This is an optimization exercise on Yosys and OpenROAD, whose aim is small area, a short achievable clock period and few clock cycles, not a production implementation.
Only simulation tests tie the RTL to the original design; equivalence was not proved.
Power figures rest on the tool's default switching activity, not on a simulated workload.

<file path="design/flow/design.v">
package iee_pkg;
   localparam int unsigned DATA_W = 32;
   localparam logic [7:0] CH_NEWLINE = 8'd10;
   localparam logic [7:0] CH_SPACE   = 8'd32;
   localparam logic [7:0] CH_STAR    = 8'd42;
   localparam logic [7:0] CH_PLUS    = 8'd43;
   localparam logic [7:0] CH_MINUS   = 8'd45;
   localparam logic [7:0] CH_SLASH   = 8'd47;
   localparam logic [7:0] CH_ZERO    = 8'd48;
   localparam logic [7:0] CH_NINE    = 8'd57;
   localparam logic [1:0] OP_LOAD = 2'd0;
   localparam logic [1:0] OP_MUL  = 2'd1;
   localparam logic [1:0] OP_DIV  = 2'd2;
   localparam logic [1:0] ST_OK      = 2'd0;
   localparam logic [1:0] ST_INVALID = 2'd1;
   localparam logic [1:0] ST_DIVZERO = 2'd2;
   localparam logic [1:0] PK_ADDSUB = 2'd0;
   localparam logic [1:0] PK_MULDIV = 2'd1;
   localparam logic [1:0] PK_END    = 2'd2;
   localparam logic [1:0] S_RUN   = 2'd0;   
   localparam logic [1:0] S_PEND  = 2'd1;   
   localparam logic [1:0] S_DIV   = 2'd2;   
   localparam logic [1:0] S_APPLY = 2'd3;   
endpackage
module iee_divider (
   input  logic [31:0] x,
   input  logic [32:0] diff,
   input  logic [4:0]  cnt,
   input  logic        wq,
   output logic [31:0] x_next,
   output logic [31:0] rem_next,
   output logic        next_bit,
   output logic        qbit
);
   logic [5:0] wpos;
   assign qbit = ~diff[32];
   assign wpos = {1'b0, cnt} + 6'd1;
   always_comb begin
      for (int i = 0; i < 32; i++) x_next[i] = (i[5:0] == wpos) ? wq : x[i];
   end
   assign next_bit = x[cnt - 5'd1];
   assign rem_next = diff[31:0];
endmodule
module iee_add #(
   parameter int W = 32
) (
   input  logic [W-1:0] a,
   input  logic [W-1:0] b,
   input  logic         cin,
   output logic [W-1:0] s
);
   logic [W-1:0] p, g;
   logic [W-1:0] gg [0:$clog2(W)];
   logic [W-1:0] pp [0:$clog2(W)];
   always_comb begin
      p = a ^ b;
      g = a & b;
      gg[0] = g;
      pp[0] = p;
      gg[0][0] = g[0] | (p[0] & cin);
      for (int l = 0; l < $clog2(W); l++) begin
         for (int i = 0; i < W; i++) begin
            if (i >= (1 << l)) begin
               gg[l+1][i] = gg[l][i] | (pp[l][i] & gg[l][i - (1 << l)]);
               pp[l+1][i] = pp[l][i] & pp[l][i - (1 << l)];
            end else begin
               gg[l+1][i] = gg[l][i];
               pp[l+1][i] = pp[l][i];
            end
         end
      end
      s[0] = p[0] ^ cin;
      for (int i = 1; i < W; i++) s[i] = p[i] ^ gg[$clog2(W)][i-1];
   end
endmodule
import iee_pkg::*;
module infix_expression_evaluator_unit (
   input  logic                        clock,
   input  logic                        reset,
   input  logic                        req_tvalid,
   output logic                        req_tready,
   input  logic [7:0]                  req_tdata,
   input  logic                        req_tlast,
   output logic                        rsp_tvalid,
   input  logic                        rsp_tready,
   output logic signed [31:0]          rsp_tdata,
   output logic [1:0]                  rsp_tuser
);
   logic        iv_q;
   logic        ic_dig_q, ic_as_q, ic_md_q, ic_nl_q, ic_inv_q, ia_q, il_q;
   logic [3:0]  id_q;
   logic        ip1_1_q, ip1_2_q, ip1_4_q, ip1_8_q, ip2_1_q, ip2_2_q, ineg_q;
   logic        ih1_1_q, ih1_2_q, ih1_4_q, ih1_8_q, ih2_1_q, ih2_2_q, ihneg_q;
   logic [1:0]  state_q, state_d;
   logic [31:0] sum_q, sum_d;
   logic [31:0] term_q, term_d;
   logic        ts_q, ts_d;
   logic [31:0] acc_q, acc_d;
   logic [31:0] rem_q, rem_d;
   logic [1:0]  op_q, op_d;
   logic        sign_q, sign_d;
   logic [1:0]  st_q, st_d;
   logic        fresh_q, fresh_d;
   logic        rv_q, rv_d;
   logic [1:0]  rst_q, rst_d;
   logic [1:0]  pk_q, pk_d;
   logic        pa_q, pa_d;
   logic        pl_q, pl_d;
   logic [4:0]  cnt_q, cnt_d;
   logic        qn_q, qn_d;
   logic        dz_q, dz_d;        
   logic        apply_q, div_q;    
   logic        nb_q, nb_d;
   logic [7:0] c;
   logic       run, take, extra;
   assign c          = req_tdata;
   assign run        = (state_q == S_RUN);
   assign take       = run && iv_q;
   logic is_dig;
   assign is_dig     = (c >= CH_ZERO) && (c <= CH_NINE);
   assign req_tready = !iv_q || run || extra;
   always_ff @(posedge clock) begin
      if (reset) begin
         iv_q <= 1'b0;
      end else if (req_tready) begin
         iv_q <= req_tvalid;
      end
      if (req_tready) begin
         ic_dig_q <= is_dig;
         ic_as_q  <= (c == CH_PLUS) || (c == CH_MINUS);
         ic_md_q  <= (c == CH_STAR) || (c == CH_SLASH);
         ic_nl_q  <= (c == CH_NEWLINE);
         ic_inv_q <= !(((c >= CH_ZERO) && (c <= CH_NINE)) || (c == CH_SPACE) ||
                       (c == CH_PLUS) || (c == CH_MINUS) || (c == CH_STAR) ||
                       (c == CH_SLASH) || (c == CH_NEWLINE));
         ia_q     <= (c == CH_MINUS) || (c == CH_SLASH);
         il_q     <= req_tlast;
         id_q     <= c[3:0];
         ip1_1_q  <= (c[3:0] == 4'd1);
         ip1_2_q  <= (c[3:0] == 4'd2);
         ip1_4_q  <= (c[3:0] == 4'd3) || (c[3:0] == 4'd4) || (c[3:0] == 4'd5);
         ip1_8_q  <= (c[3:0] == 4'd6) || (c[3:0] == 4'd7) || (c[3:0] == 4'd8) ||
                     (c[3:0] == 4'd9);
         ip2_1_q  <= (c[3:0] == 4'd3) || (c[3:0] == 4'd5) || (c[3:0] == 4'd7) ||
                     (c[3:0] == 4'd9);
         ip2_2_q  <= (c[3:0] == 4'd6);
         ineg_q   <= (c[3:0] == 4'd3) || (c[3:0] == 4'd6) || (c[3:0] == 4'd7);
         ih1_1_q  <= is_dig && (c[3:0] == 4'd1);
         ih1_2_q  <= is_dig && (c[3:0] == 4'd2);
         ih1_4_q  <= is_dig && ((c[3:0] == 4'd3) || (c[3:0] == 4'd4) || (c[3:0] == 4'd5));
         ih1_8_q  <= is_dig && ((c[3:0] == 4'd6) || (c[3:0] == 4'd7) || (c[3:0] == 4'd8) ||
                                (c[3:0] == 4'd9));
         ih2_1_q  <= is_dig && ((c[3:0] == 4'd3) || (c[3:0] == 4'd5) || (c[3:0] == 4'd7) ||
                                (c[3:0] == 4'd9));
         ih2_2_q  <= is_dig && (c[3:0] == 4'd6);
         ihneg_q  <= is_dig && ((c[3:0] == 4'd3) || (c[3:0] == 4'd6) || (c[3:0] == 4'd7));
      end
   end
   logic [31:0] m, p1, p2;
   logic        p2neg;
   logic [31:0] acc_digit;
   assign m = term_q;
   logic [31:0] s1_1, s1_2, s1_4, s1_8, s2_1, s2_2, sneg;
   assign s1_1 = {{16{ih1_1_q}}, {16{ip1_1_q}}};
   assign s1_2 = {{16{ih1_2_q}}, {16{ip1_2_q}}};
   assign s1_4 = {{16{ih1_4_q}}, {16{ip1_4_q}}};
   assign s1_8 = {{16{ih1_8_q}}, {16{ip1_8_q}}};
   assign s2_1 = {{16{ih2_1_q}}, {16{ip2_1_q}}};
   assign s2_2 = {{16{ih2_2_q}}, {16{ip2_2_q}}};
   assign sneg = {{16{ihneg_q}}, {16{ineg_q}}};
   assign p1 = (s1_1 & m) | (s1_2 & (m << 1)) | (s1_4 & (m << 2)) | (s1_8 & (m << 3));
   assign p2 = (s2_1 & m) | (s2_2 & (m << 1));
   assign p2neg = ineg_q;
   logic [31:0] o1, o2, o3, o4, s1, c1, s2, c2;
   assign o1 = acc_q << 3;
   assign o2 = {acc_q[30:0], p2neg};
   assign o3 = p1;
   assign o4 = p2 ^ sneg;
   assign s1 = o1 ^ o2 ^ o3;
   assign c1 = {(o1[30:0] & o2[30:0]) | (o1[30:0] & o3[30:0]) | (o2[30:0] & o3[30:0]), 1'b0};
   assign s2 = s1 ^ c1 ^ o4;
   assign c2 = {(s1[30:0] & c1[30:0]) | (s1[30:0] & o4[30:0]) | (c1[30:0] & o4[30:0]), 1'b0};
   iee_add #(.W(32)) u_acc_add (
      .a   (s2),
      .b   (c2),
      .cin (1'b0),
      .s   (acc_digit)
   );
   logic [31:0] x_next, rem_next;
   logic        qbit;
   logic        wq_q, wq_d;        
   logic [32:0] sum33;
   logic        next_bit;
   iee_divider u_div (
      .x        (term_q),
      .diff     (sum33),
      .cnt      (cnt_q),
      .wq       (wq_q),
      .qbit     (qbit),
      .x_next   (x_next),
      .rem_next (rem_next),
      .next_bit (next_bit)
   );
   logic [31:0] dvd_mag;
   logic [4:0]  dvd_msb;
   logic        dvd_zero, dvd_min, dvd_neg;
   assign dvd_mag  = rem_q[31] ? (~rem_q + 32'd1) : rem_q;
   assign dvd_zero = (rem_q == 32'd0);
   assign dvd_min  = (rem_q == 32'h8000_0000);
   assign dvd_neg  = dvd_min || (ts_q ^ rem_q[31]);
   logic dvs_zero;
   assign dvs_zero = (acc_q == 32'd0);
   logic [7:0] dvd_nib, dvs_nib, dvs_nib_above;
   logic       q_zero;
   always_comb begin
      for (int k = 0; k < 8; k++) begin
         dvd_nib[k] = |dvd_mag[4*k +: 4];
         dvs_nib[k] = acc_q[31] ? !(&acc_q[4*k +: 4]) : (|acc_q[4*k +: 4]);
      end
      dvs_nib_above[7] = 1'b0;
      for (int k = 6; k >= 0; k--) dvs_nib_above[k] = dvs_nib_above[k+1] | dvs_nib[k+1];
   end
   assign q_zero = dvs_zero || ((dvd_nib & ~dvs_nib_above) == 8'd0);
   logic [15:0] lz16;
   logic [7:0]  lz8;
   logic [3:0]  lz4;
   logic [1:0]  lz2;
   always_comb begin
      dvd_msb[4] = |dvd_mag[31:16];
      lz16       = dvd_msb[4] ? dvd_mag[31:16] : dvd_mag[15:0];
      dvd_msb[3] = |lz16[15:8];
      lz8        = dvd_msb[3] ? lz16[15:8] : lz16[7:0];
      dvd_msb[2] = |lz8[7:4];
      lz4        = dvd_msb[2] ? lz8[7:4] : lz8[3:0];
      dvd_msb[1] = |lz4[3:2];
      lz2        = dvd_msb[1] ? lz4[3:2] : lz4[1:0];
      dvd_msb[0] = lz2[1];
   end
   logic a_addsub, a_muldiv, a_end, a_attr, a_last, a_close;
   assign a_addsub = run ? ic_as_q : (pk_q == PK_ADDSUB);
   assign a_muldiv = run ? ic_md_q : (pk_q == PK_MULDIV);
   assign a_end    = run ? ic_nl_q : (pk_q == PK_END);
   assign a_attr   = run ? ia_q    : pa_q;
   assign a_last   = run ? il_q    : pl_q;
   assign a_close  = a_addsub || a_muldiv || a_end;
   logic        apply, needs_div, dz;
   logic [31:0] f, sumv, total;
   logic        fs, fsub;
   logic [1:0]  st_close;
   logic        out_free;
   assign apply     = apply_q;
   assign needs_div = !apply && (op_q == OP_DIV);
   assign dz        = apply && dz_q;
   assign f         = apply ? {term_q[31:1], wq_q} : acc_q;
   assign fs        = apply ? qn_q : ts_q;
   logic        dividing;
   logic [32:0] add_a, add_b;
   assign dividing  = div_q;
   assign sumv      = fresh_q ? 32'd0 : sum_q;
   assign fsub      = dividing ? (rem_q[31] == acc_q[31]) : (sign_q ^ fs);
   assign add_a     = dividing ? {rem_q, nb_q} : {1'b0, sumv};
   assign add_b     = fsub ? ~{f[31], f} : {f[31], f};
   iee_add #(.W(33)) u_total_add (
      .a   (add_a),
      .b   (add_b),
      .cin (fsub),
      .s   (sum33)
   );
   assign total = sum33[31:0];
   assign st_close  = (dz && st_q == ST_OK) ? ST_DIVZERO : st_q;
   assign out_free  = !rv_q || rsp_tready;
   logic ic_plain;
   assign ic_plain = iv_q && !il_q && !(ic_as_q || ic_md_q || ic_nl_q);
   always_comb begin
      extra = 1'b0;
      if (ic_plain) begin
         if (state_q == S_APPLY) begin
            unique case (pk_q)
               PK_ADDSUB: extra = !rv_q && !pl_q;
               PK_MULDIV: extra = pa_q && !pl_q;
               default:   extra = !rv_q;
            endcase
         end else if (state_q == S_PEND) begin
            extra = (pk_q == PK_END) && !rv_q && (op_q != OP_DIV);
         end
      end
   end
   always_comb begin
      state_d = state_q;
      sum_d   = sum_q;
      term_d  = term_q;
      wq_d    = wq_q;
      ts_d    = ts_q;
      acc_d   = acc_q;
      rem_d   = rem_q;
      op_d    = op_q;
      sign_d  = sign_q;
      st_d    = st_q;
      fresh_d = fresh_q;
      rv_d    = rv_q && !rsp_tready;
      rst_d   = rst_q;
      pk_d    = pk_q;
      pa_d    = pa_q;
      pl_d    = pl_q;
      cnt_d   = cnt_q;
      qn_d    = qn_q;
      dz_d    = dz_q;
      nb_d    = nb_q;
      if (state_q == S_DIV) begin
         term_d = x_next;
         wq_d   = qbit;
         rem_d  = rem_next;
         nb_d   = next_bit;
         cnt_d  = cnt_q - 5'd1;
         if (cnt_q == 5'd0) state_d = S_APPLY;
      end else if (run && !(iv_q && a_close)) begin
         if (iv_q) begin
            if (ic_dig_q) acc_d = acc_digit;
            if (ic_inv_q) st_d = ST_INVALID;
            if (il_q) begin
               state_d = S_PEND;
               pk_d    = PK_END;
            end
         end
      end else begin
         pk_d = a_addsub ? PK_ADDSUB : (a_muldiv ? PK_MULDIV : PK_END);
         pa_d = a_attr;
         pl_d = a_last && !a_end;
         if (needs_div) begin
            term_d  = q_zero ? 32'd0 : dvd_mag;
            wq_d    = 1'b0;
            dz_d    = dvs_zero;
            rem_d   = 32'd0;
            qn_d    = dvd_neg ^ acc_q[31];
            cnt_d   = dvd_msb;
            nb_d    = 1'b1;
            state_d = (dvd_zero || q_zero) ? S_APPLY : S_DIV;
         end else if (a_muldiv) begin
            st_d   = st_close;
            term_d = a_attr ? 32'd1 : f;
            if (a_attr) rem_d = f;
            ts_d   = fs;
            acc_d  = 32'd0;
            op_d   = a_attr ? OP_DIV : OP_MUL;
            if (a_last) begin
               state_d = S_PEND;
               pk_d    = PK_END;
            end else begin
               state_d = S_RUN;
            end
         end else if (!out_free) begin
            state_d = apply ? S_APPLY : S_PEND;
         end else if (a_addsub) begin
            st_d    = st_close;
            sum_d   = total;
            fresh_d = 1'b0;
            sign_d  = a_attr;
            op_d    = OP_LOAD;
            term_d  = 32'd1;
            ts_d    = 1'b0;
            acc_d   = 32'd0;
            if (a_last) begin
               state_d = S_PEND;
               pk_d    = PK_END;
            end else begin
               state_d = S_RUN;
            end
         end else begin
            rv_d    = 1'b1;
            rst_d   = st_close;
            sum_d   = (st_close == ST_OK) ? total : 32'd0;
            fresh_d = 1'b1;
            sign_d  = 1'b0;
            op_d    = OP_LOAD;
            term_d  = 32'd1;
            ts_d    = 1'b0;
            acc_d   = 32'd0;
            st_d    = ST_OK;
            state_d = S_RUN;
         end
         if (extra) begin
            if (ic_dig_q) acc_d = {28'd0, id_q};
            if (ic_inv_q) st_d = ST_INVALID;
         end
      end
   end
   always_ff @(posedge clock) begin
      if (reset) begin
         state_q <= S_RUN;
         apply_q <= 1'b0;
         div_q   <= 1'b0;
         acc_q   <= 32'd0;
         term_q  <= 32'd1;
         ts_q    <= 1'b0;
         op_q    <= OP_LOAD;
         sign_q  <= 1'b0;
         st_q    <= ST_OK;
         fresh_q <= 1'b1;
         rv_q    <= 1'b0;
      end else begin
         state_q <= state_d;
         apply_q <= (state_d == S_APPLY);
         div_q   <= (state_d == S_DIV);
         acc_q   <= acc_d;
         term_q  <= term_d;
         ts_q    <= ts_d;
         op_q    <= op_d;
         sign_q  <= sign_d;
         st_q    <= st_d;
         fresh_q <= fresh_d;
         rv_q    <= rv_d;
      end
      sum_q  <= sum_d;
      rem_q  <= rem_d;
      rst_q  <= rst_d;
      pk_q   <= pk_d;
      pa_q   <= pa_d;
      pl_q   <= pl_d;
      cnt_q  <= cnt_d;
      qn_q   <= qn_d;
      wq_q   <= wq_d;
      dz_q   <= dz_d;
      nb_q   <= nb_d;
   end
   assign rsp_tvalid = rv_q;
   assign rsp_tdata  = sum_q;
   assign rsp_tuser  = rst_q;
endmodule
</file>
<file path="design/flow/config.mk">
export PLATFORM = sky130hd
export DESIGN_NAME = infix_expression_evaluator_unit
export DESIGN_NICKNAME = infix_expression_evaluator_unit
export VERILOG_FILES = /design/flow/design.v
export SDC_FILE = /design/flow/constraint.sdc
export NUM_CORES = 4
export LEC_CHECK = 0
export ABC_AREA = 1
export CAP_MARGIN = 20
export CORE_MARGIN = 2
export CORE_UTILIZATION = 40
export SETUP_SLACK_MARGIN = 4.75
export SLEW_MARGIN = 20
</file>
<file path="design/flow/constraint.sdc">
create_clock -name core_clock -period 9.0 [get_ports {clock}]
set_input_delay 1.8000 -clock core_clock [delete_from_list [all_inputs] [get_ports {clock}]]
set_output_delay 1.8000 -clock core_clock [all_outputs]
set_load 0.01 [all_outputs]
</file>
<file path="design/flow/run.sh">
#!/bin/bash
# synth_recipe.tcl (not shown) runs the flow's synth.tcl, then flattens the netlist and writes it again
# the make line also repeats each setting of config.mk as NAME=value (left out here)
make -C /OpenROAD-flow-scripts/flow DESIGN_CONFIG=/design/flow/config.mk WORK_HOME=/design/flow/orfs CLKGATE_MAP_FILE= SYNTH_SCRIPT=/design/flow/synth_recipe.tcl finish
</file>
==> impl_metrics.tcl, run 1 <==
set metrics [dict create \
    async_reset_ff_share_pct 0 \
    peakVddDrop_uv 146.3 \
    remaining_drc_errors 0 \
    reg2reg_depth 21 \
    period_minus_slack_ns 4.139 \
    clkPwrFrac_pct 24.6 \
    endpoint_kind "flip-flop" \
    synth_most_common_cell "nand2_1" \
    finalPower_mw 3.580 \
    finalWirelength_um 61450 \
    cp.required_ns 9.34 \
    r2r_start "ip1_1_q$_DFFE_PP_" \
    ant_nets 0 \
    rsz0062_at_grt "true" \
    io_pins 49 \
    cts.clk_slew.worst_paths_ns 0.08 \
    clockRootBuffer "clkbuf_16" \
    power.share.switching_pct 43.04 \
    hold_class "flip-flop to flip-flop" \
    worstMarginPinSlew_ns 0.9030 \
    start_util_pct 40.61 \
    synth-edff-count 104 \
    path_max_fanout 5 \
    grt_overflow_total 0 \
    p_leak_nw 8.124 \
    h-tree-depth 4 \
    wl_per_cell_um 20.44 \
    seq_area_frac_synth_pct 27.38 \
    grt_max_degree 65 \
    seqPwrFrac_pct 30.5 \
    synth_ff_type "edfxtp_1" \
    tns_ns 0 \
    slew_headroom_pct 39.73 \
    slew_violations 0 \
    fmax_mhz 241.6 \
    portBuffers 48 \
    synth_top_area_cell "edfxtp_1" \
    drtPass1Iterations 6 \
    synth-warning-count 8 \
    fin_crit_sh_pct 45.98 \
    endpoint "acc_q[23]$_SDFFE_PP0P_" \
    die_w_um 210.4 \
    skew_ns 0.01163 \
    track_usage_pct 27.56 \
    worstReg2RegEnd "acc_q[23]$_SDFFE_PP0P_" \
    internal-power_mw 2.039 \
    drive_above_1_share_pct 12.29 \
    worstSetupPathType "flip-flop to flip-flop" \
    synth-seq-cells 181 \
    grt_pass1_wl_um 94310 \
    power-per-cell-area_nw_per_um2 179.9 \
    synth.distinct_cells 57 \
    dieArea_um2 44260 \
    maxCapViolations 0 \
    synth_area_leaders "edfxtp_1 18%, nand2_1 10%, dfxtp_1 9.0%" \
    cts_buffers 17 \
    dp_hpwl_um 46780 \
    power.switching_mw 1.541 \
    areaGrowthSynthToFinish_pct 16.80 \
    cts_tree "yes" \
    p_comb_share_pct 44.9 \
    coreArea_um2 41950 \
    fin_area_um2 19900 \
    startpoint_type "flip-flop" \
    cts_buffer_depth 2 \
    place.gp.congestion 0.9835 \
    vias 17215 \
    final_hold_viol_count 0 \
    drtIter0Drc 1702 \
    die_h_um 210.4 \
    synth_area_um2 17040 \
    crit_start "ip1_1_q$_DFFE_PP_" \
    clock_latency_ns 0.48 \
    setup_viol 0 \
    synth.top_cell.area_share_pct 18.33 \
    worstPathArrival_ns 4.48 \
    viasPerCell 5.727 \
    whs_ns 0.4627 \
    clock_sinks 181 \
    nets 2599 \
    syn_nets 2538 \
    rows 75 \
    ys_top_cells_by_count "471 x nand2_1, 320 x inv_1, 202 x nor2_1" \
    status "timing/DRC/antenna clean" \
    syn_inst 2392 \
    hold_path_depth 2 \
    place_area_um2 18140 \
    fillCellCount 4223 \
    reg2reg_setup_slack_ns 4.86 \
    avgSynthCellArea_um2 7.122 \
    grt_pass1_vias 16469 \
    antenna_found_initial 0 \
]
-- worst max-delay path: stages (launching register included) --
cell and delay (ns):
edfxtp_1 0.41, clkinvlp_4 0.20, buf_4 0.19, o22ai_2 0.16, ha_1 0.27, fa_1 0.55
ha_2 0.20, inv_1 0.06, fa_2 0.35, inv_1 0.08, nand3_2 0.06, nand2_2 0.08
a21oi_2 0.07, o21ai_2 0.17, a21boi_2 0.11, o21ai_4 0.22, a31oi_4 0.14, o21ai_2 0.20
a21oi_2 0.08, or2_2 0.28, nand3_1 0.07, a21oi_1 0.06
-- stage by stage --
stage | instances | util, % | setup slack [ns]
floorplan | 2392 | - | 4.767
global placement | 2923 | 43.25 | 4.114
detailed placement | 2923 | 43.25 | 3.968
CTS | 2976 | 45.59 | 4.735
global route | 3005 | 47.43 | 4.617
finish | 3006 | 47.44 | 4.861
-- registers in the layout (all words and copies together) (netlist names), 2 cells and up --
name,count
acc_q,32
cnt_q,5
id_q,4
op_q,2
pk_q,2
rem_q,32
rst_q,2
st_q,2
state_q,2
sum_q,32
term_q,32
-- layout by cell type (no fill, tap or decap), types with 47 or more instances in the layout --
cell / Yosys / layout
edfxtp_1: 104 / 104
o21ai_0: 178 / 168
dfxtp_1: 77 / 75
ha_1: 73 / 62
inv_1: 320 / 307
nand3_1: 114 / 110
buf_4: 1 / 71
a21oi_1: 182 / 172
clkdlybuf4s50_1: 0 / 47
fa_1: 60 / 59
nand2_1: 471 / 460
nor2_1: 202 / 198
xor2_1: 95 / 95
o22ai_1: 85 / 81
-- routing by layer --
layer	up-vias	global-route usage, %	wire length, µm
met2	630	44.51	28190
met1	8266	37.89	27680
met3	104	3.620	3611
met5	-	0	0
met4	0	9.811	1958
li1	8215	-	-
-- final cells by class --
class / instances / area (µm²) / area share [%]
sequential: 181 / 4669 / 23.47
inverter: 330 / 1275 / 6.407
antenna: 1 / 2.502 / 0.01258
tap: 539 / 674.4 / 3.389
timing repair inverter: 1 / 5.005 / 0.02515
multi-input combinational: 1788 / 11280 / 56.71
clock buffer: 20 / 479.2 / 2.408
timing repair buffer: 134 / 1324 / 6.652
clock inverter: 12 / 185.2 / 0.9306
-- worst min-delay path by stage --
stage                                     from                   end  slack [ns]
after floorplan           st_q[1]$_SDFFE_PP0P_  st_q[1]$_SDFFE_PP0P_        0.43
after global placement    st_q[1]$_SDFFE_PP0P_  st_q[1]$_SDFFE_PP0P_        0.44
after detailed placement  st_q[1]$_SDFFE_PP0P_  st_q[1]$_SDFFE_PP0P_        0.45
after CTS                 st_q[1]$_SDFFE_PP0P_  st_q[1]$_SDFFE_PP0P_        0.47
after global routing      st_q[1]$_SDFFE_PP0P_  st_q[1]$_SDFFE_PP0P_        0.48
final                     st_q[1]$_SDFFE_PP0P_  st_q[1]$_SDFFE_PP0P_        0.46
-- power groups by stage --
stage | Sequential (mW) | Combinational (mW) | Clock [mW]
final | 1.09 | 1.61 | 0.880
after global routing | 1.10 | 1.78 | 0.913
after CTS | 1.09 | 1.47 | 0.887
after detailed placement | 1.10 | 1.45 | 0
after global placement | 1.10 | 1.43 | 0
after floorplan | 1.07 | 1.02 | 0
-- repair_timing --
item | in CTS | in global routing
endpoints found under the setup margin | 58 | 31
pin swaps | 4 | 33
cloned | 3 | 1
endpoints found under the hold margin | 0 | 0
gates resized for setup | 38 | 94
setup buffers | 18 | 26
hold buffers | 0 | 0
-- logic make-up after synthesis --
logic type | Yosys count | share of synthesized area [%]
XOR/XNOR | 124 | 6.375
flip-flops | 181 | 27.38
AND/OR/NAND/NOR | 951 | 24.59
buffers and inverters | 423 | 9.459
AO/OA/AOI/OAI | 578 | 19.67
multiplexers | 2 | 0.1175
adder cells (fa/ha/maj) | 133 | 12.41
Testbench counts, summed over its fixed seeds: cycles 38,127.
==> run 2, diff against run 1 <==
--- a/design/flow/config.mk
+++ b/design/flow/config.mk
@@ -11,3 +11,3 @@
 export CORE_UTILIZATION = 40
-export SETUP_SLACK_MARGIN = 4.75
+export SETUP_SLACK_MARGIN = 4.25
 export SLEW_MARGIN = 20
==> run 2 against run 1 <==
  * Sequential share of layout area rose by 1.2 points
  * Count of clock-buffer cells in the layout fell by 2
  * Synthesized cell count did not move
  * Still clean on timing, DRC and antenna
  * First-iteration DRC count fell by 3.6%
  * Critical path depth did not move
  * Worst hold slack got worse by 0.0076 ns
  * Fmax fell by 4.8%
  * Area after synthesis did not move
  * Setup slack got worse by 0.21 ns
  * Die area did not move
  * Core utilization fell by 2.3 points
  * Via count fell by 2.0%
==> impl_metrics.tcl, run 2 <==
set metrics [dict create \
    worstReg2RegEnd "rem_q[24]$_DFFE_PP_" \
    synth_area_leaders "edfxtp_1 18%, nand2_1 10%, dfxtp_1 9.0%" \
    die_h_um 210.4 \
    reg2reg_setup_slack_ns 4.65 \
    vias 16867 \
    die_w_um 210.4 \
    synth-seq-cells 181 \
    crit_start "rem_q[31]$_DFFE_PP_" \
    syn_nets 2538 \
    seq_area_frac_synth_pct 27.38 \
    endpoint "rem_q[24]$_DFFE_PP_" \
    startpoint_type "flip-flop" \
    endpoint_kind "flip-flop" \
    final_cell_mix "470 x nand2_1, 315 x inv_1, 200 x nor2_1" \
    dieArea_um2 44260 \
    clock_latency_ns 0.49 \
    worstPathArrival_ns 4.56 \
    grt_overflow_total 0 \
    clkPwrFrac_pct 23.8 \
    power.share.switching_pct 44.24 \
    rows 75 \
    cts_hold_buffers 0 \
    reg2reg_depth 21 \
    ant_nets 0 \
    syn_inst 2392 \
    tns_ns 0 \
    fin_area_um2 18930 \
    finalWirelength_um 59010 \
    p_leak_nw 7.762 \
    status "timing/DRC/antenna clean" \
    cts_buffers 17 \
    layout_commonest_cell "nand2_1" \
    crit_slowest_cell "edfxtp_1" \
    cpMostUsedCell "nand2_1" \
    start_util_pct 40.61 \
    grt_pass1_vias 16037 \
    async_reset_ff_share_pct 0 \
    cts_buffer_depth 2 \
    synth_most_common_cell "nand2_1" \
    viasPerCell 5.687 \
    drtIter0Drc 1640 \
    place.gp.congestion 0.9974 \
    clock_sinks 181 \
    skew_ns 0.01146 \
    grt_pass1_wl_um 92430 \
    areaGrowthSynthToFinish_pct 11.13 \
    cts.clk_slew.worst_paths_ns 0.08 \
    critPathMaxStageDelay_ns 0.40 \
    crit_chain "buf_12, inv_1, nand2_1, nand3_1, nand2_1, buf_12, xor2_1, fa_1, nand3_1, nand2_1, a21oi_1, o21ai_0, a21boi_2, o21ai_1, nand4_1, nand2_1, nand2_1, nand2_1, a21oi_1, xor2_1, o21ai_0" \
    grt_max_degree 67 \
    nets 2560 \
    cts_tree "yes" \
    power.switching_mw 1.486 \
    drive_above_1_share_pct 7.458 \
    synth_ff_type "edfxtp_1" \
    setup_viol 0 \
    avgSynthCellArea_um2 7.122 \
    rsz0062_at_grt "false" \
    cp.required_ns 9.21 \
    synth-edff-count 104 \
    internal-power_mw 1.873 \
    synth-warning-count 8 \
    power-per-cell-area_nw_per_um2 177.4 \
    peakVddDrop_uv 156.6 \
    dp_hpwl_um 46840 \
    hold_class "flip-flop to flip-flop" \
    drtPass1Iterations 6 \
    period_minus_slack_ns 4.347 \
    maxCapViolations 0 \
    track_usage_pct 27.08 \
    portBuffers 48 \
    ys_top_cells_by_count "471 x nand2_1, 320 x inv_1, 202 x nor2_1" \
    p_comb_share_pct 43.8 \
    place_area_um2 18170 \
    path_max_fanout 38 \
    synth.distinct_cells 57 \
    synth_top_area_cell "edfxtp_1" \
    fmax_mhz 230.1 \
    clockRootBuffer "clkbuf_16" \
    worstSetupPathType "flip-flop to flip-flop" \
    h-tree-depth 4 \
    wl_per_cell_um 19.90 \
    antenna_found_initial 0 \
    r2r_start "rem_q[31]$_DFFE_PP_" \
    synth.top_cell.area_share_pct 18.33 \
    antenna_cells 0 \
    coreArea_um2 41950 \
    slew_violations 0 \
    worstHoldStart "st_q[1]$_SDFFE_PP0P_" \
    slew_headroom_pct 36.51 \
    final_hold_viol_count 0 \
    seqPwrFrac_pct 32.3 \
    remaining_drc_errors 0 \
    io_pins 49 \
    hold_path_depth 2 \
    fin_crit_sh_pct 48.30 \
    synth_area_um2 17040 \
    worstMarginPinSlew_ns 0.9513 \
]
==> run 2: layout make-up <==
type	instances	area [µm²]
clock buffers	18	439.2
clock inverters	14	158.9
multi-input cells	1788	10850
repair inverters	1	5.005
well taps	539	674.4
repair buffers	95	877.1
inverters	330	1259
fillers	4309	23010
flip-flops and latches	181	4667
==> run 2: cell families after synthesis <==
family / Yosys count / share of synthesized area [%]
flip-flops: 181 / 27.38
adder cells (fa/ha/maj): 133 / 12.41
AO/OA/AOI/OAI: 578 / 19.67
multiplexers: 2 / 0.1175
XOR/XNOR: 124 / 6.375
buffers and inverters: 423 / 9.459
AND/OR/NAND/NOR: 951 / 24.59
==> run 2: how the worst min path moves through the flow <==
| stage | to | slack (ns) |
|---|---|---|
| 6_report | st_q[1]$_SDFFE_PP0P_ | 0.46 |
| 5_1_grt | st_q[1]$_SDFFE_PP0P_ | 0.50 |
| 4_1_cts | st_q[1]$_SDFFE_PP0P_ | 0.46 |
| 3_5_place_dp | st_q[1]$_SDFFE_PP0P_ | 0.45 |
| 3_3_place_gp | st_q[1]$_SDFFE_PP0P_ | 0.44 |
| 2_1_floorplan | st_q[1]$_SDFFE_PP0P_ | 0.43 |
==> run 2: stage by stage <==
| stage | hold slack, ns | instances | power (mW) | setup slack (ns) | utilization [%] |
|---|---|---|---|---|---|
| after global routing | 0.4953 | 2966 | 3.583 | 4.257 | 45.13 |
| after CTS | 0.4594 | 2961 | 3.346 | 4.231 | 44.82 |
| after detailed placement | 0.4479 | 2927 | 2.546 | 3.969 | 43.32 |
| final | 0.4551 | 2966 | 3.359 | 4.653 | 45.13 |
| after global placement | 0.4438 | 2926 | 2.528 | 4.088 | 43.30 |
| after floorplan | 0.4297 | 2392 | 2.091 | 4.537 | - |
==> run 2: power groups by stage <==
stage | Combinational (mW) | Sequential [mW] | Clock [mW]
finish | 1.47 | 1.09 | 0.801
global route | 1.65 | 1.10 | 0.838
CTS | 1.45 | 1.08 | 0.811
detailed placement | 1.44 | 1.10 | 0
global placement | 1.43 | 1.10 | 0
floorplan | 1.02 | 1.07 | 0
==> run 2: metal layers <==
metal	share of wire, %	routed length [µm]	track usage, %	up-vias
li1	-	-	-	8118
met1	46	27230	37.71	8035
met2	44	26200	42.72	602
met3	6.0	3521	3.456	112
met4	3.5	2060	10.78	0
met5	0	0	0	-
==> run 2: timing repair <==
action                     CTS  global route
setup endpoints to repair   13            24
gates resized for setup      7            26
cloned                       1             0
setup buffers                1             4
==> run 2: critical path, delay by kind of cell (launching register included) <==
family                     cells  cell delay [ns]
AOI/OAI and AO/OA              6             1.20
xor gates and xnor gates       2             0.56
adders and majority gates      1             0.27
buffers and inverters          3             0.65
DFF                            1             0.40
and+or+nand+nor                9             0.96
==> run 3, diff against run 2 <==
--- a/design/flow/config.mk
+++ b/design/flow/config.mk
@@ -11,3 +11,3 @@
 export CORE_UTILIZATION = 40
-export SETUP_SLACK_MARGIN = 4.25
+export SETUP_SLACK_MARGIN = 5
 export SLEW_MARGIN = 20
==> run 3 against run 2 <==
  * Critical path depth up 4
  * Fmax up 4.9%
  * Sequential power about the same
  * Clock skew up 0.0016 ns
  * Die area unchanged
  * Global-route usage up 0.48 points
  * Sequential share of layout area down 1.6 points
  * Register-to-register slack better by 0.20 ns
  * Final cell count up 2.0%
  * Largest power group unchanged
==> impl_metrics.tcl, run 3 <==
set metrics [dict create \
    status "timing/DRC/antenna clean" \
    clock_sinks 181 \
    dieArea_um2 44260 \
    dp_hpwl_um 46600 \
    rsz0062_at_grt "true" \
    place.gp.congestion 0.9664 \
    synth_ff_type "edfxtp_1" \
    layout.cells.non_filler 3025 \
    power.share.switching_pct 44.63 \
    start_util_pct 40.61 \
    cts_buffer_depth 2 \
    worstMarginPinSlew_ns 0.9524 \
    vias 17234 \
    synth-warning-count 8 \
    cts_tree "yes" \
    worstPathArrival_ns 4.49 \
    maxCapViolations 0 \
    drive_above_1_share_pct 14.88 \
    grt_pass1_vias 16494 \
    r2r_start "ip1_2_q$_DFFE_PP_" \
    yosys.area_share.simple_pct 24.59 \
    cts_hold_buffers 0 \
    setup_viol 0 \
    wl_per_cell_um 20.41 \
    hold_end "st_q[1]$_SDFFE_PP0P_" \
    finalWirelength_um 61750 \
    tns_ns 0 \
    reg2reg_depth 25 \
    die_w_um 210.4 \
    met1_usage_pct 37.87 \
    clkPwrFrac_pct 22.4 \
    worstHoldStart "st_q[1]$_SDFFE_PP0P_" \
    worstReg2RegEnd "acc_q[30]$_SDFFE_PP0P_" \
    slew_violations 0 \
    worstSetupPathType "flip-flop to flip-flop" \
    nets 2619 \
    hold_path_depth 2 \
    synth_top_area_cell "edfxtp_1" \
    synth.top_cell.area_share_pct 18.33 \
    grt_overflow_total 0 \
    coreArea_um2 41950 \
    synth_adder_area_share_pct 12.41 \
    syn_nets 2538 \
    grt_pass1_wl_um 94620 \
    antenna_found_initial 0 \
    startpoint_type "flip-flop" \
    viasPerCell 5.697 \
    peakVddDrop_uv 148.0 \
    grt_max_degree 65 \
    cts.clk_slew.worst_paths_ns 0.08 \
    ys_top_cells_by_count "471 x nand2_1, 320 x inv_1, 202 x nor2_1" \
    slew_headroom_pct 36.44 \
    power-per-cell-area_nw_per_um2 177.3 \
    clockRootBuffer "clkbuf_16" \
    power.switching_mw 1.602 \
    track_usage_pct 27.56 \
    synth_most_common_cell "nand2_1" \
    syn_inst 2392 \
    avgSynthCellArea_um2 7.122 \
    rows 75 \
    pre_cts_ws_ns 3.973 \
    synth.area.mux_share_pct 0.1175 \
    synth-seq-cells 181 \
    synth-compound-area-share_pct 19.67 \
    grt-busiest-layer "met2" \
    synth_area_leaders "edfxtp_1 18%, nand2_1 10%, dfxtp_1 9.0%" \
    synth-edff-count 104 \
    remaining_drc_errors 0 \
    setup_ws_ns 4.856 \
    areaGrowthSynthToFinish_pct 18.84 \
    hold_class "flip-flop to flip-flop" \
    final_hold_viol_count 0 \
    endpoint_kind "flip-flop" \
    final_cell_mix "451 x nand2_1, 304 x inv_1, 197 x nor2_1" \
    skew_ns 0.01307 \
    layout_commonest_cell "nand2_1" \
    clock_latency_ns 0.48 \
    place_inst 2922 \
    path_max_fanout 5 \
    period_minus_slack_ns 4.144 \
    fin_crit_sh_pct 46.04 \
    io_pins 49 \
    synth_area_um2 17040 \
    cp.required_ns 9.35 \
    synth_xor_area_share_pct 6.375 \
    internal-power_mw 1.988 \
    die_h_um 210.4 \
    seq_area_frac_synth_pct 27.38 \
    fmax_mhz 241.3 \
    p_leak_nw 8.270 \
    synth_top_family_by_area "simple AND/OR/NAND/NOR gates" \
    antenna_cells 0 \
    seqPwrFrac_pct 30.4 \
    final_core_util_pct 48.27 \
    async_reset_ff_share_pct 0 \
    reg2reg_setup_slack_ns 4.86 \
    portBuffers 48 \
    use_met3_pct 3.799 \
    drtIter0Drc 1731 \
    h-tree-depth 4 \
    ant_nets 0 \
    met2_usage_pct 44.95 \
    synth.distinct_cells 57 \
    drtPass1Iterations 6 \
    p_comb_share_pct 47.2 \
    cts_buffers 17 \
]
[run 3: changes by cell type in the layout (fill, tap and decap cells not counted), moves of 19 or more]
cell / change
buf_4: +37
a21oi_1: -22
a221oi_1: -21
a221oi_2: +21
a21oi_2: +19
nand2_1: -19
[run 3: final cells by class]
cell class	instances	area (µm²)
fill	4091	21700
multi-input combinational	1788	11470
tap	539	674.4
timing repair buffer	152	1518
clock inverter	14	156.4
sequential	181	4674
clock buffer	18	450.4
timing repair inverter	3	22.52
inverter	330	1276
[run 3: worst max-delay path, stage by stage, from the launching register on]
cell and delay [ns]:
edfxtp_1 0.49, clkinvlp_4 0.18, o22ai_1 0.09, a221o_1 0.31
fa_1 0.50, fa_1 0.54, ha_4 0.32, nand3_1 0.07
nand2_1 0.10, nand2_2 0.07, nand2_2 0.08, a21oi_4 0.06
o21ai_2 0.18, nand2_1 0.09, nand2_2 0.09, nand2_2 0.07
nand2_4 0.08, nand2_4 0.06, o21ai_2 0.14, nand2_1 0.08
nand2_2 0.08, nand2_2 0.06, nand2_2 0.06, a21boi_1 0.06
o21ai_1 0.07, a21oi_1 0.08
[run 3: logic make-up after synthesis]
group | Yosys count
compound gates | 578
simple gates | 951
flops | 181
fa+ha+maj | 133
mux | 2
buf+inv | 423
xor+xnor | 124
[run 3: per-stage QoR]
stage | hold slack (ns) | total power, mW | cell area (µm²)
global placement | 0.4426 | 2.530 | 18140
floorplan | 0.4297 | 2.095 | 17070
CTS | 0.4746 | 3.425 | 19440
finish | 0.4722 | 3.590 | 20250
global route | 0.5016 | 3.810 | 20250
detailed placement | 0.4601 | 2.550 | 18150
[run 3: worst max-delay path by stage]
stage	from	endpoint	slack [ns]	cells past startpoint
5_1_grt	ip1_2_q$_DFFE_PP_	acc_q[30]$_SDFFE_PP0P_	4.68	25
2_1_floorplan	ip1_1_q$_DFFE_PP_	acc_q[23]$_SDFFE_PP0P_	5.01	20
4_1_cts	rem_q[31]$_DFFE_PP_	rem_q[30]$_DFFE_PP_	4.96	21
3_3_place_gp	acc_q[31]$_SDFFE_PP0P_	rem_q[30]$_DFFE_PP_	4.12	20
6_report	ip1_2_q$_DFFE_PP_	acc_q[30]$_SDFFE_PP0P_	4.86	25
3_5_place_dp	acc_q[31]$_SDFFE_PP0P_	rem_q[30]$_DFFE_PP_	3.97	20
[run 3: metal layers]
metal	share of wire [%]	wire length (µm)	up-vias
met3	6.4	3943	98
met5	0	0	-
met4	2.6	1633	0
li1	-	-	8255
met2	46	28270	689
met1	45	27900	8192
[run 3: what timing repair did]
action,CTS,global route
cloned,4,4
endpoints found under the setup margin,90,66
buffers inserted,28,33
resized for setup,87,123
pin swaps,21,74
[run 3: power by group through the flow]
stage | sequential (mW) | clock, mW | combinational, mW
final | 1.09 | 0.804 | 1.69
after global routing | 1.10 | 0.842 | 1.86
after global placement | 1.10 | 0 | 1.43
after CTS | 1.09 | 0.811 | 1.53
after detailed placement | 1.11 | 0 | 1.44
after floorplan | 1.07 | 0 | 1.03
==> run 4, diff against run 3 <==
--- a/design/flow/config.mk
+++ b/design/flow/config.mk
@@ -11,3 +11,4 @@
 export CORE_UTILIZATION = 40
-export SETUP_SLACK_MARGIN = 5
+export GPL_ROUTABILITY_DRIVEN = 0
+export SETUP_SLACK_MARGIN = 4.5
 export SLEW_MARGIN = 20
==> run 4 against run 3 <==
  * Still clean
  * Global-route usage decreased by 1.2 points
  * Clock skew grew 0.00054 ns
  * Via count decreased by 0.92%
  * Critical path depth fell by 17
  * Clock power grew 2.9%
  * Total power fell by 5.0%
  * Largest cell class unchanged
  * Highest routed layer unchanged
==> impl_metrics.tcl, run 4 <==
set metrics [dict create \
    status "timing/DRC/antenna clean" \
    reg2reg_setup_slack_ns 4.79 \
    synth_area_um2 17040 \
    dp_hpwl_um 45100 \
    place_inst 2925 \
    finalWirelength_um 58010 \
    async_reset_ff_share_pct 0 \
    critPathMaxStageDelay_ns 0.60 \
    fin_area_um2 19090 \
    syn_nets 2538 \
    grt_max_degree 57 \
    final_core_util_pct 45.52 \
    hold_class "flip-flop to flip-flop" \
    cts_buffer_depth 2 \
    cts_hold_buffers 0 \
    clock_sinks 181 \
    fillCellCount 4264 \
    path_max_fanout 27 \
    antenna_found_initial 0 \
    wl_per_cell_um 19.54 \
    antenna_cells 0 \
    synth.top_cell.area_share_pct 18.33 \
    slew_headroom_pct 33.39 \
    start_util_pct 40.61 \
    grt_pass1_wl_um 91080 \
    die_h_um 210.4 \
    synth_area_leaders "edfxtp_1 18%, nand2_1 10%, dfxtp_1 9.0%" \
    io_pins 49 \
    synth_ff_type "edfxtp_1" \
    grt_overflow_total 0 \
    clock_latency_ns 0.48 \
    die_w_um 210.4 \
    cts_tree "yes" \
    remaining_drc_errors 0 \
    drive_above_1_share_pct 8.230 \
    power-per-cell-area_nw_per_um2 178.6 \
    viasPerCell 5.751 \
    drtPass1Iterations 10 \
    coreArea_um2 41950 \
    hold_end "st_q[1]$_SDFFE_PP0P_" \
    synth-edff-count 104 \
    multi_input_area_um2 10930 \
    avgSynthCellArea_um2 7.122 \
    slew_violations 0 \
    crit_chain "inv_1, nand2_1, nand3_1, nor4_1, nand3_1, nand3_1, buf_4, clkdlybuf4s50_1" \
    nets 2563 \
    skew_ns 0.01362 \
    cts_buffers 17 \
    cp.required_ns 7.20 \
    endpoint_kind "output port" \
    startpoint_type "flip-flop" \
    synth-seq-cells 181 \
    cts.clk_slew.worst_paths_ns 0.07 \
    worstMarginPinSlew_ns 0.9981 \
    reg2reg_depth 16 \
    layout.cells.non_filler 2969 \
    r2r_start "ih1_1_q$_DFFE_PP_" \
    crit_slowest_cell "clkdlybuf4s50_1" \
    worstSetupPathType "flip-flop to output port" \
    period_minus_slack_ns 4.220 \
    clockRootBuffer "clkbuf_16" \
    portBuffers 48 \
    fin_crit_sh_pct 46.89 \
    drtIter0Drc 1853 \
    setup_ws_ns 4.780 \
    synth.distinct_cells 57 \
    pre_cts_ws_ns 3.843 \
    cpMostUsedCell "nand3_1" \
    synth_most_common_cell "nand2_1" \
    vias 17075 \
    worstPathArrival_ns 2.42 \
    seq_area_frac_synth_pct 27.38 \
    fmax_mhz 237.0 \
    rsz0062_at_grt "true" \
    synth-warning-count 8 \
    final_hold_viol_count 0 \
    areaGrowthSynthToFinish_pct 12.07 \
    seq_area_um2 4669 \
    tns_ns 0 \
    p_leak_nw 7.818 \
    grt_pass1_vias 16231 \
    syn_inst 2392 \
    place_area_um2 18150 \
    rows 75 \
    synth_top_area_cell "edfxtp_1" \
    hold_path_depth 2 \
    dieArea_um2 44260 \
    layout_commonest_cell "nand2_1" \
    peakVddDrop_uv 157.5 \
    final_cell_mix "470 x nand2_1, 312 x inv_1, 200 x nor2_1" \
    setup_viol 0 \
    ys_top_cells_by_count "471 x nand2_1, 320 x inv_1, 202 x nor2_1" \
    worstReg2RegEnd "acc_q[29]$_SDFFE_PP0P_" \
    worstHoldStart "st_q[1]$_SDFFE_PP0P_" \
    maxCapViolations 0 \
    ant_nets 0 \
    h-tree-depth 4 \
    track_usage_pct 26.37 \
]
run 4: logic make-up (layout without fill, tap and decap cells):
logic type	count (synthesis)	count (layout)	synth area share (%)
AOI/OAI and AO/OA	578	578	19.67
buffers and inverters	423	461	9.459
muxes	2	2	0.1175
xor gates and xnor gates	124	124	6.375
adders and majority gates	133	133	12.41
and+or+nand+nor	951	951	24.59
DFF	181	181	27.38
run 4: worst max-delay path, delay by kind of cell, from the launching register on:
family        cells  cell delay, ns
buf+inv           3            1.00
simple gates      5            0.53
flops             1            0.40
run 4: timing repair:
action	4_1_cts	5_1_grt
setup endpoints to repair	34	26
resized for setup	14	37
pin swaps	0	3
cloned	1	0
buffers inserted	8	2
run 4: cell type report:
cell class | instances | share of cell area [%]
multi-input combinational | 1788 | 57.26
tap | 539 | 3.532
timing repair buffer | 98 | 4.817
sequential | 181 | 24.46
inverter | 330 | 6.599
clock inverter | 9 | 0.5833
clock buffer | 23 | 2.726
timing repair inverter | 1 | 0.02621
run 4: per-stage QoR:
step | total power [mW] | hold slack [ns]
final | 3.410 | 0.4559
after global routing | 3.625 | 0.4741
after CTS | 3.369 | 0.4534
after detailed placement | 2.541 | 0.4433
after global placement | 2.519 | 0.4558
after floorplan | 2.091 | 0.4297
run 4: power by group:
group | total, mW | leakage [nW] | internal, mW | switching, mW
clock network | 0.827 | 0.306 | 0.466 | 0.362
logic | 1.49 | 5.86 | 0.494 | 1.00
registers | 1.09 | 1.65 | 0.987 | 0.101
total | 3.41 | 7.82 | 1.95 | 1.46
run 4: worst max path at each step:
stage | startpoint | to | slack, ns
after floorplan | ip1_1_q$_DFFE_PP_ | acc_q[23]$_SDFFE_PP0P_ | 4.54
after global placement | apply_q$_SDFF_PP0_ | rem_q[30]$_DFFE_PP_ | 3.88
after global routing | term_q[4]$_SDFFE_PP0P_ | acc_q[27]$_SDFFE_PP0P_ | 4.48
after CTS | term_q[3]$_SDFFE_PP0P_ | acc_q[27]$_SDFFE_PP0P_ | 4.50
final | pk_q[1]$_SDFFCE_PP1P_ | req_tready | 4.78
after detailed placement | apply_q$_SDFF_PP0_ | rem_q[30]$_DFFE_PP_ | 3.84
run 4: routing by layer:
metal / global-route usage (%) / routed length [µm] / vias up
met5: 0 / 0 / -
met4: 9.762 / 2041 / 0
met3: 3.561 / 4310 / 132
met2: 43.27 / 26560 / 742
met1: 35.50 / 25090 / 8070
li1: - / - / 8131
==> run 5, diff against run 4 <==
--- a/design/flow/config.mk
+++ b/design/flow/config.mk
@@ -10,4 +10,3 @@
 export CORE_MARGIN = 2
-export CORE_UTILIZATION = 40
-export GPL_ROUTABILITY_DRIVEN = 0
+export CORE_UTILIZATION = 50
 export SETUP_SLACK_MARGIN = 4.5
==> run 5 against run 4 <==
  * First-iteration DRC count rose by 2.9%
  * Clock skew shrank 0.0028 ns
  * Fmax fell by 3.2%
  * Largest cell class unchanged
  * Synthesized cell count did not move
  * Count of clock-buffer cells in the layout is 1 higher
  * Design area shrank 0.24%
  * Total power fell by 0.23%
  * Final cell count is 2.8% lower
  * Clock power decreased by 2.5%
  * Core utilization up 11 points
==> impl_metrics.tcl, run 5 <==
set metrics [dict create \
    synth.distinct_cells 57 \
    place_area_um2 18030 \
    synth_top_area_cell "edfxtp_1" \
    synth_top_family_by_area "simple AND/OR/NAND/NOR gates" \
    skew_ns 0.01086 \
    antenna_found_initial 0 \
    track_usage_pct 33.25 \
    startpoint_type "flip-flop" \
    synth_area_um2 17040 \
    grt_pass1_wl_um 91270 \
    setup_ws_ns 4.641 \
    dp_hpwl_um 46110 \
    worstPathArrival_ns 2.56 \
    die_h_um 188.6 \
    place.gp.congestion 1.020 \
    fin_crit_sh_pct 48.43 \
    synth_most_common_cell "nand2_1" \
    fillCellCount 3336 \
    final_hold_viol_count 0 \
    ant_nets 0 \
    synth_area_leaders "edfxtp_1 18%, nand2_1 10%, dfxtp_1 9.0%" \
    worstMarginPinSlew_ns 1.050 \
    peakVddDrop_uv 143.2 \
    final_core_util_pct 56.80 \
    portBuffers 48 \
    cts_tree "yes" \
    grt_overflow_total 0 \
    reg2reg_setup_slack_ns 4.71 \
    drtIter0Drc 1907 \
    cts_hold_buffers 0 \
    ys_top_cells_by_count "471 x nand2_1, 320 x inv_1, 202 x nor2_1" \
    clock_sinks 181 \
    synth_adder_area_share_pct 12.41 \
    synth-seq-cells 181 \
    syn_nets 2538 \
    endpoint_kind "output port" \
    drtPass1Iterations 8 \
    finalPower_mw 3.402 \
    synth.area.mux_share_pct 0.1175 \
    areaGrowthSynthToFinish_pct 11.80 \
    layout_commonest_cell "nand2_1" \
    vias 17106 \
    crit_start "pk_q[1]$_SDFFCE_PP1P_" \
    period_minus_slack_ns 4.359 \
    place_inst 2833 \
    start_util_pct 50.81 \
    antenna_cells 0 \
    synth-warning-count 8 \
    dieArea_um2 35560 \
    seq_area_frac_synth_pct 27.38 \
    synth-compound-area-share_pct 19.67 \
    maxCapViolations 0 \
    finalWirelength_um 59220 \
    grt_pass1_vias 16001 \
    clock_latency_ns 0.46 \
    setup_viol 0 \
    reg2reg_depth 20 \
    cp.required_ns 7.20 \
    synth_ff_type "edfxtp_1" \
    r2r_start "rem_q[31]$_DFFE_PP_" \
    die_w_um 188.6 \
    worstSetupPathType "flip-flop to output port" \
    synth.top_cell.area_share_pct 18.33 \
    fmax_mhz 229.4 \
    nets 2571 \
    synth-edff-count 104 \
    fin_area_um2 19050 \
    remaining_drc_errors 0 \
    yosys.area_share.simple_pct 24.59 \
    syn_inst 2392 \
    viasPerCell 5.927 \
    hold_class "flip-flop to flip-flop" \
    h-tree-depth 4 \
    drive_above_1_share_pct 8.655 \
    io_pins 49 \
    slew_violations 0 \
    whs_ns 0.4626 \
    wl_per_cell_um 20.52 \
    coreArea_um2 33530 \
    worstHoldStart "st_q[1]$_SDFFE_PP0P_" \
    status "timing/DRC/antenna clean" \
    hold_path_depth 2 \
    synth_xor_area_share_pct 6.375 \
    rows 67 \
    avgSynthCellArea_um2 7.122 \
    hold_end "st_q[1]$_SDFFE_PP0P_" \
    async_reset_ff_share_pct 0 \
    cts_buffer_depth 2 \
    power-per-cell-area_nw_per_um2 178.6 \
    cts.clk_slew.worst_paths_ns 0.08 \
    cts_buffers 17 \
    worstReg2RegEnd "rem_q[31]$_DFFE_PP_" \
    clockRootBuffer "clkbuf_16" \
    final_cell_mix "469 x nand2_1, 313 x inv_1, 200 x nor2_1" \
    rsz0062_at_grt "true" \
    slew_headroom_pct 29.90 \
    layout.cells.non_filler 2886 \
    path_max_fanout 27 \
    tns_ns 0 \
    pre_cts_ws_ns 3.921 \
    grt_max_degree 67 \
    p_leak_nw 7.865 \
]
run 5: cell types whose count changed in the layout (fill, tap and decap cells not counted), moves of 2 or more:
cell	before	now
buf_4	45	51
buf_12	2	5
a21oi_1	179	177
a21oi_2	4	6
a221oi_1	21	23
a221oi_2	9	7
clkinvlp_4	7	5
inv_2	8	6
inv_4	1	3
run 5: kinds of logic after synthesis:
logic type | Yosys count
compound gates | 578
flops | 181
buf+inv | 423
simple gates | 951
fa+ha+maj | 133
mux | 2
xor+xnor | 124
run 5: area by class of cell:
class	instances	area, µm²	share of cell area [%]
Clock inverter	8	82.58	0.4336
Multi-Input combinational cell	1788	10940	57.46
Clock buffer	24	528.0	2.772
Sequential cell	181	4667	24.50
Timing Repair inverter	1	5.005	0.02628
Timing Repair Buffer	106	997.2	5.236
Tap cell	448	560.5	2.943
Inverter	330	1262	6.628
run 5: what timing repair did:
item	in CTS	in global routing
cloned	1	0
pin swaps	0	3
gates resized for setup	18	36
endpoints found under the setup margin	34	27
buffers inserted	1	18
run 5: worst max-delay path by stage:
stage,end,slack (ns),cells past startpoint
6_report,req_tready,4.64,8
4_1_cts,acc_q[23]$_SDFFE_PP0P_,4.42,19
3_3_place_gp,term_q[28]$_SDFFE_PP0P_,4.09,10
5_1_grt,rem_q[30]$_DFFE_PP_,4.46,20
2_1_floorplan,acc_q[23]$_SDFFE_PP0P_,4.54,20
3_5_place_dp,acc_q[23]$_SDFFE_PP0P_,3.92,19
run 5: power by group:
group	total, mW	internal [mW]	leakage, nW	switching (mW)
Sequential	1.08	0.988	1.65	0.0968
Combinational	1.51	0.496	5.91	1.02
Clock	0.806	0.443	0.306	0.363
run 5: worst max-delay path: stages, from the launching register on:
cell	delay (ns)
edfxtp_1	0.40
inv_1	0.09
nand2_1	0.06
nand3_1	0.07
nor4_1	0.26
nand3_1	0.18
nand3_1	0.10
buf_4	0.32
clkdlybuf4s50_1	0.61
run 5: routing by layer:
layer / track usage [%] / routed length [µm] / vias to the layer above
li1: - / - / 8148
met1: 45.67 / 26050 / 8103
met2: 52.98 / 26610 / 753
met3: 5.644 / 4666 / 102
met4: 11.54 / 1887 / 0
met5: 0 / 0 / -
==> run 6, diff against run 5 <==
--- a/design/flow/config.mk
+++ b/design/flow/config.mk
@@ -10,3 +10,4 @@
 export CORE_MARGIN = 2
-export CORE_UTILIZATION = 50
+export CORE_UTILIZATION = 40
+export PLACE_DENSITY_LB_ADDON = 0.1
 export SETUP_SLACK_MARGIN = 4.5
==> run 6 against run 5 <==
  * Still clean on timing, DRC and antenna
  * Sequential power hardly changed
  * Clock power increased by 3.7%
  * Die area rose by 24%
  * Design area increased by 0.39%
  * Sequential share of layout area shrank 0.095 points
  * Critical endpoint is now rem_q[24]$_DFFE_PP_
  * Highest routed layer unchanged
==> impl_metrics.tcl, run 6 <==
set metrics [dict create \
    tns_ns 0 \
    die_w_um 210.4 \
    period_minus_slack_ns 4.312 \
    antenna_found_initial 0 \
    antenna_cells 0 \
    synth-seq-cells 181 \
    reg2reg_depth 23 \
    seq_area_um2 4667 \
    seq_area_frac_synth_pct 27.38 \
    multi_input_area_um2 10970 \
    rows 75 \
    nets 2562 \
    areaGrowthSynthToFinish_pct 12.24 \
    met2_usage_pct 45.11 \
    clock_sinks 181 \
    worstPathArrival_ns 4.53 \
    start_util_pct 40.61 \
    vias 16869 \
    synth-warning-count 8 \
    cts_buffer_depth 2 \
    p_leak_nw 7.829 \
    finalWirelength_um 62170 \
    grt_pass1_wl_um 96160 \
    endpoint_kind "flip-flop" \
    ant_nets 0 \
    clock_latency_ns 0.51 \
    wl_per_cell_um 20.95 \
    cts.clk_slew.worst_paths_ns 0.08 \
    async_reset_ff_share_pct 0 \
    place_area_um2 18140 \
    remaining_drc_errors 0 \
    coreArea_um2 41950 \
    fin_area_um2 19120 \
    cp.required_ns 9.22 \
    setup_ws_ns 4.688 \
    h-tree-depth 4 \
    use_met3_pct 3.024 \
    r2r_start "acc_q[31]$_SDFFE_PP0P_" \
    worstMarginPinSlew_ns 1.028 \
    grt_overflow_total 0 \
    syn_nets 2538 \
    fmax_mhz 231.9 \
    synth-edff-count 104 \
    maxCapViolations 0 \
    io_pins 49 \
    grt_max_degree 67 \
    final_cell_mix "469 x nand2_1, 312 x inv_1, 200 x nor2_1" \
    synth_area_leaders "edfxtp_1 18%, nand2_1 10%, dfxtp_1 9.0%" \
    synth.top_cell.area_share_pct 18.33 \
    synth.distinct_cells 57 \
    syn_inst 2392 \
    fillCellCount 4381 \
    power-per-cell-area_nw_per_um2 180.1 \
    grt_pass1_vias 16248 \
    hold_class "flip-flop to flip-flop" \
    grt-busiest-layer "met2" \
    cts_tree "yes" \
    drive_above_1_share_pct 8.440 \
    skew_ns 0.01585 \
    place.gp.congestion 0.9634 \
    viasPerCell 5.684 \
    cts_hold_buffers 0 \
    reg2reg_setup_slack_ns 4.69 \
    final_hold_viol_count 0 \
    dieArea_um2 44260 \
    startpoint_type "flip-flop" \
    pre_cts_ws_ns 3.820 \
    path_max_fanout 32 \
    worstReg2RegEnd "rem_q[24]$_DFFE_PP_" \
    slew_violations 0 \
    synth_most_common_cell "nand2_1" \
    avgSynthCellArea_um2 7.122 \
    synth_top_area_cell "edfxtp_1" \
    setup_viol 0 \
    ys_top_cells_by_count "471 x nand2_1, 320 x inv_1, 202 x nor2_1" \
    drtIter0Drc 1510 \
    rsz0062_at_grt "true" \
    dp_hpwl_um 49250 \
    track_usage_pct 28.61 \
    synth_ff_type "edfxtp_1" \
    endpoint "rem_q[24]$_DFFE_PP_" \
    final_core_util_pct 45.58 \
    status "timing/DRC/antenna clean" \
    clockRootBuffer "clkbuf_16" \
    fin_crit_sh_pct 47.91 \
    portBuffers 48 \
    die_h_um 210.4 \
    drtPass1Iterations 6 \
    cts_buffers 17 \
    layout_commonest_cell "nand2_1" \
    synth_area_um2 17040 \
    crit_start "acc_q[31]$_SDFFE_PP0P_" \
    slew_headroom_pct 31.37 \
    peakVddDrop_uv 149.3 \
    met1_usage_pct 40.29 \
    worstSetupPathType "flip-flop to flip-flop" \
]
-- run 6: cell types whose count changed in the layout (fill, tap and decap cells not counted), moves of 2 or more --
| cell | change |
|---|---|
| buf_4 | -8 |
| a221oi_1 | -4 |
| a221oi_2 | +4 |
| bufinv_16 | +2 |
| clkbuf_1 | +2 |
| clkbuf_8 | -2 |
| inv_4 | -2 |
| inv_6 | -2 |
| o21ai_0 | -2 |
| o21ai_2 | +2 |
-- run 6: metrics by stage --
step | instances | hold slack, ns | power [mW]
5_1_grt | 2968 | 0.5000 | 3.675
6_report | 2968 | 0.4573 | 3.444
3_5_place_dp | 2923 | 0.4476 | 2.570
3_3_place_gp | 2923 | 0.4400 | 2.556
2_1_floorplan | 2392 | 0.4297 | 2.091
4_1_cts | 2957 | 0.4609 | 3.423
-- run 6: worst min-delay path by stage --
stage	end	slack, ns	start	cells past startpoint
after detailed placement	st_q[1]$_SDFFE_PP0P_	0.45	st_q[1]$_SDFFE_PP0P_	2
final	st_q[1]$_SDFFE_PP0P_	0.46	st_q[1]$_SDFFE_PP0P_	2
after CTS	st_q[1]$_SDFFE_PP0P_	0.46	st_q[1]$_SDFFE_PP0P_	2
after global routing	rst_q[0]$_DFFE_PP_	0.50	st_q[0]$_SDFFE_PP0P_	0
after floorplan	st_q[1]$_SDFFE_PP0P_	0.43	st_q[1]$_SDFFE_PP0P_	2
after global placement	st_q[1]$_SDFFE_PP0P_	0.44	st_q[1]$_SDFFE_PP0P_	2
-- run 6: timing repair --
item                                    4_1_cts  5_1_grt
gates resized for setup                      22       39
endpoints found under the setup margin       33       29
setup buffers                                 1       10
pin swaps                                     0        6
cloned                                        1        0
-- run 6: kinds of logic after synthesis --
logic type      count (synthesis)  synth area share (%)
mux                             2                0.1175
flops                         181                 27.38
fa+ha+maj                     133                 12.41
buf+inv                       423                 9.459
simple gates                  951                 24.59
xor+xnor                      124                 6.375
compound gates                578                 19.67
-- run 6: cell type report --
class                      count  share of cell area, %
multi-input combinational   1788                  57.37
inverter                     330                  6.603
timing repair buffer          97                  4.797
clock buffer                  24                  2.644
timing repair inverter         1                0.02617
tap                          539                  3.527
sequential                   181                  24.41
clock inverter                 8                 0.6282
-- run 6: critical path, cell delays in order (launching register included) --
cell      delay, ns
dfxtp_1        0.31
buf_4          0.22
clkinv_2       0.25
nand2_1        0.13
nand3_1        0.07
nand2_1        0.14
buf_12         0.24
nand2_1        0.08
nand2_1        0.09
inv_1          0.05
fa_1           0.40
nand3_1        0.09
nand2_1        0.09
a21oi_1        0.23
o21ai_1        0.16
a21boi_2       0.26
o21ai_2        0.14
nand4_1        0.10
nand2_1        0.10
nand2_1        0.08
nand2_1        0.11
a21oi_1        0.21
xor2_1         0.32
o21ai_0        0.12
-- run 6: routing by layer --
| metal | vias up | part of all wire (%) |
|---|---|---|
| li1 | 8140 | - |
| met1 | 8082 | 47 |
| met2 | 546 | 45 |
| met3 | 101 | 5.0 |
| met4 | 0 | 3.2 |
| met5 | - | 0 |
-- run 6: power breakdown --
part           switching (mW)  internal (mW)
Clock                   0.359          0.477
Sequential              0.102          0.988
Combinational            1.02          0.497
==> run 7, diff against run 6 <==
--- a/design/flow/config.mk
+++ b/design/flow/config.mk
@@ -11,4 +11,4 @@
 export CORE_UTILIZATION = 40
-export PLACE_DENSITY_LB_ADDON = 0.1
 export SETUP_SLACK_MARGIN = 4.5
 export SLEW_MARGIN = 20
+export TNS_END_PERCENT = 20
==> run 7 against run 6 <==
  * Setup slack gained 0.066 ns
  * Final cell count grew 0.13%
  * Sequential power is essentially flat
  * Die area is the same
  * Count of clock-buffer cells in the layout shrank 6
  * Total power shrank 1.6%
  * Non-clock buffer count grew 3
  * Largest cell class unchanged
==> impl_metrics.tcl, run 7 <==
set metrics [dict create \
    synth-warning-count 8 \
    fmax_mhz 235.5 \
    remaining_drc_errors 0 \
    synth_ff_type "edfxtp_1" \
    antenna_cells 0 \
    grt_pass1_vias 16044 \
    track_usage_pct 27.07 \
    seqPwrFrac_pct 32.1 \
    start_util_pct 40.61 \
    synth.distinct_cells 57 \
    final_core_util_pct 45.57 \
    areaGrowthSynthToFinish_pct 12.21 \
    grt_overflow_total 0 \
    startpoint_type "flip-flop" \
    syn_inst 2392 \
    status "timing/DRC/antenna clean" \
    slew_violations 0 \
    endpoint_kind "output port" \
    slew_headroom_pct 36.29 \
    h-tree-depth 4 \
    final_hold_viol_count 0 \
    place.gp.congestion 0.9974 \
    tns_ns 0 \
    cts_hold_buffers 0 \
    antenna_found_initial 0 \
    die_h_um 210.4 \
    io_pins 49 \
    internal-power_mw 1.886 \
    portBuffers 48 \
    async_reset_ff_share_pct 0 \
    syn_nets 2538 \
    coreArea_um2 41950 \
    power.switching_mw 1.502 \
    hold_class "flip-flop to flip-flop" \
    synth_top_area_cell "edfxtp_1" \
    wl_per_cell_um 20.12 \
    vias 16935 \
    synth-seq-cells 181 \
    seq_area_um2 4667 \
    path_max_fanout 27 \
    maxCapViolations 0 \
    rows 75 \
    synth.top_cell.area_share_pct 18.33 \
    skew_ns 0.01179 \
    die_w_um 210.4 \
    synth-edff-count 104 \
    synth_area_um2 17040 \
    cts_buffer_depth 2 \
    worstMarginPinSlew_ns 0.9547 \
]
## run 7: kinds of logic (layout without fill, tap and decap cells)
kind of cell / Yosys count / in the layout / share of synthesized area [%]
xor+xnor: 124 / 124 / 6.375
simple gates: 951 / 951 / 24.59
buf+inv: 423 / 464 / 9.459
flops: 181 / 181 / 27.38
mux: 2 / 2 / 0.1175
fa+ha+maj: 133 / 133 / 12.41
compound gates: 578 / 578 / 19.67
## run 7: timing repair
action | 4_1_cts | 5_1_grt
pin swaps | 0 | 8
gates resized for setup | 18 | 44
buffers inserted | 1 | 8
hold endpoints to repair | 0 | 0
gates cloned | 1 | 2
setup endpoints to repair | 30 | 30
## run 7: power by group through the flow
stage,clock network (mW),logic (mW),registers [mW]
floorplan,0,1.02,1.07
global placement,0,1.43,1.10
detailed placement,0,1.44,1.10
CTS,0.811,1.45,1.08
global route,0.837,1.67,1.10
finish,0.799,1.50,1.09
## run 7: stage by stage
| stage | setup WS (ns) | area, µm² | power [mW] | cells | hold slack, ns |
|---|---|---|---|---|---|
| after floorplan | 4.537 | 17040 | 2.091 | 2392 | 0.4297 |
| after global placement | 4.088 | 18160 | 2.528 | 2926 | 0.4438 |
| after global routing | 4.417 | 19120 | 3.610 | 2972 | 0.4953 |
| after CTS | 4.442 | 18820 | 3.347 | 2961 | 0.4594 |
| after detailed placement | 3.969 | 18170 | 2.546 | 2927 | 0.4479 |
| final | 4.754 | 19120 | 3.388 | 2972 | 0.4550 |
## run 7: final cells by class
| cell class | instances | share of cell area, % |
|---|---|---|
| clock buffer | 18 | 2.297 |
| inverter | 330 | 6.610 |
| multi-input combinational | 1788 | 57.38 |
| tap | 539 | 3.528 |
| timing repair buffer | 100 | 4.876 |
| sequential | 181 | 24.41 |
| clock inverter | 14 | 0.8312 |
| timing repair inverter | 2 | 0.06545 |
## run 7: final timing paths
kind	slack [ns]	end	start
worst max-delay path	4.75	req_tready	pk_q[0]$_SDFFCE_PP0P_
worst min-delay path	0.46	st_q[1]$_SDFFE_PP0P_	st_q[1]$_SDFFE_PP0P_
worst max register to register	4.78	acc_q[23]$_SDFFE_PP0P_	ip1_1_q$_DFFE_PP_
worst min register to register	0.46	st_q[1]$_SDFFE_PP0P_	st_q[1]$_SDFFE_PP0P_
## run 7: layer usage
layer / vias up / track usage, % / wire, µm
met1: 8039 / 37.70 / 27410
li1: 8131 / - / -
met5: - / 0 / 0
met4: 0 / 10.78 / 2089
met3: 118 / 3.486 / 3726
met2: 647 / 42.68 / 26560
## run 7: worst max-delay path: stages, from the launching register on
cell and delay, ns:
edfxtp_1 0.40, inv_1 0.12, nor2_1 0.06, o21ai_0 0.20, nand3_1 0.15, nand3_1 0.09
buf_4 0.31, clkdlybuf4s50_1 0.61

Setup slack of run 7, layout unchanged: 4.754 ns with ideal ports, 4.700 ns with driving cells assumed (clock clkbuf_16, inputs buf_2), 4.269 ns with port delays also shifted by the 0.534 ns mid clock arrival.
